This is an optimization exercise on Yosys and OpenROAD, whose aim is small area and a short achievable clock period, not a production implementation.

## main
==> module pkt_fifo, before the edit <==
module pkt_fifo #(
    parameter int fifo_depth = 32,
    parameter int word_w     = 33
) (
    input  wire                            clk,
    input  wire                            wr_en,
    input  wire  [$clog2(fifo_depth)-1:0]  wr_addr,
    input  wire  [word_w-1:0]              wr_word,
    input  wire  [$clog2(fifo_depth)-1:0]  rd_addr,
    output logic [word_w-1:0]              rd_word
);
    logic [word_w-1:0] mem [fifo_depth];
    always_ff @(posedge clk) begin
        if (wr_en) begin
            mem[wr_addr] <= wr_word;
        end
    end
    assign rd_word = mem[rd_addr];
endmodule
==> module strict_sched, before the edit <==
module strict_sched #(
    parameter int num_prio = 4,
    parameter int word_w   = 33,
    parameter int aw       = 5
) (
    input  wire                        clk,
    input  wire                        rst,
    input  wire  [num_prio-1:0]        avail,
    input  wire  [num_prio-1:0]        avail_next,
    input  wire  [num_prio*aw-1:0]     rptr,
    output logic [1:0]                 ra_q,
    output logic [aw-1:0]              ra_i,
    input  wire  [word_w-1:0]          ra_word,
    output logic                       take,
    output logic [1:0]                 grant,
    input  wire                        out_ready,
    output logic                       out_sop,
    output logic                       out_eop,
    output logic                       out_vld,
    output logic [word_w-2:0]          out_data,
    output logic                       fwd
);
    logic       busy;
    logic       lock;
    logic       last;
    logic [1:0] hi_n;
    logic [aw-1:0] idx_n;
    assign out_vld = busy;
    assign take    = busy && out_ready;
    assign lock    = !busy && (|avail);
    assign last    = take && out_eop;
    always_comb begin
        hi_n = '0;
        for (int i = 0; i < num_prio; i++) begin
            if (avail_next[i]) begin
                hi_n = 2'(i);
            end
        end
    end
    assign idx_n = (take && (hi_n == grant)) ? ra_i : rptr[hi_n*aw +: aw];
    always_ff @(posedge clk) begin
        if (busy ? last : !lock) begin
            ra_q <= hi_n;
            ra_i <= idx_n;
        end else if (lock || take) begin
            ra_i <= ra_i + 1'b1;
        end
    end
    always_ff @(posedge clk) begin
        if (lock || take) begin
            {out_eop, out_data} <= ra_word;
        end
        if (lock) begin
            grant   <= ra_q;
            out_sop <= 1'b1;
        end else if (take) begin
            out_sop <= 1'b0;
        end
    end
    always_ff @(posedge clk) begin
        if (rst) begin
            busy <= 1'b0;
            fwd  <= 1'b0;
        end else begin
            fwd <= last;
            if (lock) begin
                busy <= 1'b1;
            end else if (last) begin
                busy <= 1'b0;
            end
        end
    end
endmodule
==> module pq_top, before the edit <==
module pq_top #(
    parameter int num_prio   = 4,
    parameter int fifo_depth = 32
) (
    input  wire           clk,
    input  wire           rst,
    input  wire           in_sop,
    input  wire           in_eop,
    input  wire           in_vld,
    input  wire  [31:0]   in_data,
    output logic          out_sop,
    output logic          out_eop,
    output logic          out_vld,
    output logic [31:0]   out_data,
    input  wire           out_ready,
    input  wire           psel,
    input  wire           penable,
    input  wire           pwrite,
    input  wire  [3:0]    paddr,
    input  wire  [31:0]   pwdata,
    output logic [31:0]   prdata,
    output logic          pready,
    output logic          pslverr
);
    localparam int data_w = 32;
    localparam int word_w = data_w + 1;
    localparam int aw     = $clog2(fifo_depth);
    localparam int fw_w   = aw + 1;
    logic [num_prio-1:0]       wr;
    logic [1:0]                wr_sel;
    logic                      drop;
    logic                      fwd;
    logic [num_prio-1:0]       prio_en;
    logic [fw_w-1:0]           wptr [num_prio];
    logic [fw_w-1:0]           rptr [num_prio];
    logic [fw_w-1:0]           pkt_cnt [num_prio];
    logic [num_prio-1:0]       avail;
    logic [num_prio-1:0]       avail_next;
    logic [num_prio*fw_w-1:0]  free_words;
    logic [num_prio*aw-1:0]    rptr_flat;
    logic [num_prio-1:0]       s_we;
    logic [aw-1:0]             s_addr;
    logic [word_w-1:0]         s_word;
    logic [word_w-1:0]         q_word [num_prio];
    logic [1:0]                ra_q;
    logic [aw-1:0]             ra_i;
    logic [word_w-1:0]         ra_word;
    logic                      take;
    logic [1:0]                grant;
    pq_regs #(.num_prio(num_prio)) i_regs (
        .clk(clk), .rst(rst),
        .psel(psel), .penable(penable), .pwrite(pwrite),
        .paddr(paddr), .pwdata(pwdata),
        .prdata(prdata), .pready(pready), .pslverr(pslverr),
        .drop(drop), .fwd(fwd), .pkt_avail(avail), .prio_en(prio_en)
    );
    pkt_classifier #(.num_prio(num_prio), .fw_w(fw_w)) i_cls (
        .clk(clk), .rst(rst),
        .in_sop(in_sop), .in_eop(in_eop), .in_vld(in_vld), .in_data(in_data),
        .prio_en(prio_en), .free_words(free_words),
        .q_vld(wr), .q_sel(wr_sel), .drop(drop)
    );
    always_ff @(posedge clk) begin
        if (rst) begin
            s_we <= '0;
        end else begin
            s_we <= wr;
        end
        s_addr <= wptr[wr_sel][aw-1:0];
        s_word <= {in_eop, in_data};
    end
    for (genvar g = 0; g < num_prio; g++) begin : g_q
        logic inc;
        logic dec;
        pkt_fifo #(.fifo_depth(fifo_depth), .word_w(word_w)) i_fifo (
            .clk(clk),
            .wr_en(s_we[g]), .wr_addr(s_addr), .wr_word(s_word),
            .rd_addr(ra_i), .rd_word(q_word[g])
        );
        assign free_words[g*fw_w +: fw_w] = fw_w'(fifo_depth) - (wptr[g] - rptr[g]);
        assign rptr_flat[g*aw +: aw]      = rptr[g][aw-1:0];
        assign inc = wr[g] && in_eop;
        assign dec = take && (grant == 2'(g)) && out_eop;
        assign avail_next[g] = inc || (pkt_cnt[g] > fw_w'(1)) ||
                               ((pkt_cnt[g] == fw_w'(1)) && !dec);
        always_ff @(posedge clk) begin
            if (rst) begin
                wptr[g]    <= '0;
                rptr[g]    <= '0;
                pkt_cnt[g] <= '0;
                avail[g]   <= 1'b0;
            end else begin
                if (wr[g]) begin
                    wptr[g] <= wptr[g] + 1'b1;
                end
                if (take && (grant == 2'(g))) begin
                    rptr[g] <= rptr[g] + 1'b1;
                end
                if (inc && !dec) begin
                    pkt_cnt[g] <= pkt_cnt[g] + 1'b1;
                end else if (dec && !inc) begin
                    pkt_cnt[g] <= pkt_cnt[g] - 1'b1;
                end
                avail[g] <= avail_next[g];
            end
        end
    end
    assign ra_word = (s_we[ra_q] && (s_addr == ra_i)) ? s_word : q_word[ra_q];
    strict_sched #(.num_prio(num_prio), .word_w(word_w), .aw(aw)) i_sched (
        .clk(clk), .rst(rst),
        .avail(avail), .avail_next(avail_next), .rptr(rptr_flat),
        .ra_q(ra_q), .ra_i(ra_i), .ra_word(ra_word),
        .take(take), .grant(grant), .out_ready(out_ready),
        .out_sop(out_sop), .out_eop(out_eop), .out_vld(out_vld),
        .out_data(out_data), .fwd(fwd)
    );
endmodule
export LEC_CHECK = 0
export CAP_MARGIN = 20
export CORE_MARGIN = 2
export CORE_UTILIZATION = 40
export SLEW_MARGIN = 20
create_clock -name core_clock -period 8.0 [get_ports {clk}]
run.sh (not shown) runs the stock make flow with config.mk's settings and CLKGATE_MAP_FILE= SYNTH_SCRIPT=/design/flow/synth_recipe.tcl, a recipe that flattens the netlist after the stock synthesis.
Both conditions hold for main: the flow ran to the end and the final layout passed the timing, DRC and antenna checks.
Changes in the feature branch relative to main:
-- flow/design.v --
<<< main, line 17
        end
    end
    assign rd_word = mem[rd_addr];
endmodule
`default_nettype wire
>>> the feature branch, line 17
        end
    end
    always_comb begin
        rd_word = '0;
        for (int i = 0; i < fifo_depth; i++) begin
            rd_word = rd_word | ({word_w{rd_addr == i}} & mem[i]);
        end
    end
endmodule
`default_nettype wire
<<< main, line 120
        end
    end
    assign idx_n = (take && (hi_n == grant)) ? ra_i : rptr[hi_n*aw +: aw];
    always_ff @(posedge clk) begin
        if (busy ? last : !lock) begin
>>> the feature branch, line 125
        end
    end
    logic [aw-1:0] head_n [num_prio];
    for (genvar g = 0; g < num_prio; g++) begin : g_head
        assign head_n[g] = (busy && (grant == 2'(g))) ? ra_i : rptr[g*aw +: aw];
    end
    assign idx_n = head_n[hi_n];
    always_ff @(posedge clk) begin
        if (busy ? last : !lock) begin
<<< main, line 267
    logic [fw_w-1:0]           rptr [num_prio];
    logic [fw_w-1:0]           pkt_cnt [num_prio];
    logic [num_prio-1:0]       avail;
    logic [num_prio-1:0]       avail_next;
>>> the feature branch, line 276
    logic [fw_w-1:0]           rptr [num_prio];
    logic [fw_w-1:0]           pkt_cnt [num_prio];
    logic [fw_w-1:0]           free [num_prio];
    logic [num_prio-1:0]       avail;
    logic [num_prio-1:0]       avail_next;
<<< main, line 310
            .rd_addr(ra_i), .rd_word(q_word[g])
        );
        assign free_words[g*fw_w +: fw_w] = fw_w'(fifo_depth) - (wptr[g] - rptr[g]);
        assign rptr_flat[g*aw +: aw]      = rptr[g][aw-1:0];
        assign inc = wr[g] && in_eop;
>>> the feature branch, line 320
            .rd_addr(ra_i), .rd_word(q_word[g])
        );
        logic rd;
        assign rd = take && (grant == 2'(g));
        assign free_words[g*fw_w +: fw_w] = free[g];
        assign rptr_flat[g*aw +: aw]      = rptr[g][aw-1:0];
        assign inc = wr[g] && in_eop;
<<< main, line 321
                rptr[g]    <= '0;
                pkt_cnt[g] <= '0;
                avail[g]   <= 1'b0;
            end else begin
>>> the feature branch, line 333
                rptr[g]    <= '0;
                pkt_cnt[g] <= '0;
                free[g]    <= fw_w'(fifo_depth);
                avail[g]   <= 1'b0;
            end else begin
<<< main, line 326
                    wptr[g] <= wptr[g] + 1'b1;
                end
                if (take && (grant == 2'(g))) begin
                    rptr[g] <= rptr[g] + 1'b1;
                end
                if (inc && !dec) begin
>>> the feature branch, line 339
                    wptr[g] <= wptr[g] + 1'b1;
                end
                if (rd) begin
                    rptr[g] <= rptr[g] + 1'b1;
                end
                if (wr[g] && !rd) begin
                    free[g] <= free[g] - 1'b1;
                end else if (rd && !wr[g]) begin
                    free[g] <= free[g] + 1'b1;
                end
                if (inc && !dec) begin
<<< main, line 338
        end
    end
    assign ra_word = (s_we[ra_q] && (s_addr == ra_i)) ? s_word : q_word[ra_q];
    strict_sched #(.num_prio(num_prio), .word_w(word_w), .aw(aw)) i_sched (
        .clk(clk), .rst(rst),
>>> the feature branch, line 356
        end
    end
    always_comb begin
        ra_word = '0;
        for (int g = 0; g < num_prio; g++) begin
            ra_word = ra_word | ({word_w{ra_q == 2'(g)}} & q_word[g]);
        end
        if (s_we[ra_q] && (s_addr == ra_i)) begin
            ra_word = s_word;
        end
    end
    strict_sched #(.num_prio(num_prio), .word_w(word_w), .aw(aw)) i_sched (
        .clk(clk), .rst(rst),
Results
From main to the feature branch, level count of the clock H-tree did not move at all.
main → the feature branch: number of flip-flops and latches neither gained nor lost much; worst hold slack lost 0.0061 ns; die area lost about 5%.
Across both runs, wire length was higher for the feature branch than for main.
Compared with main, the feature branch ends up with less cell area.
As far as flip-flop and latch area is concerned, the feature branch and main perform about the same.
No run of this note included a check of the RTL's function; only the layout flow was run.

-- afterwards: timing with drivers on the ports --
Ports are ideal in the flow. The routed layouts listed here were re-timed in OpenROAD.
Step 1, drivers: a clkbuf_16 drives clk and a buf_2 each remaining input, both assumed.
Step 2 times the ports against the registers' clock, not the clock port: input delays grow and output delays shrink by t, the midpoint of the rising clock arrivals with the driver on.
a / b / c = no drivers / after step 1 / after step 2; a / b = the first two.
run	t (ns)	setup slack, ns	worst setup path after step 2	worst data-port slew with drivers (ns)	pins driven straight from the clock port
main	1.057	2.597 / 2.597 / 2.086	input to register	0.11	1
the feature branch	1.125	2.139 / 2.139 / 1.406	input to register	0.09	1
After both steps every run listed still meets setup and hold. For the feature branch, which loses most, drivers alone change the setup slack by 0.000 ns; drivers and shift together by -0.733 ns.
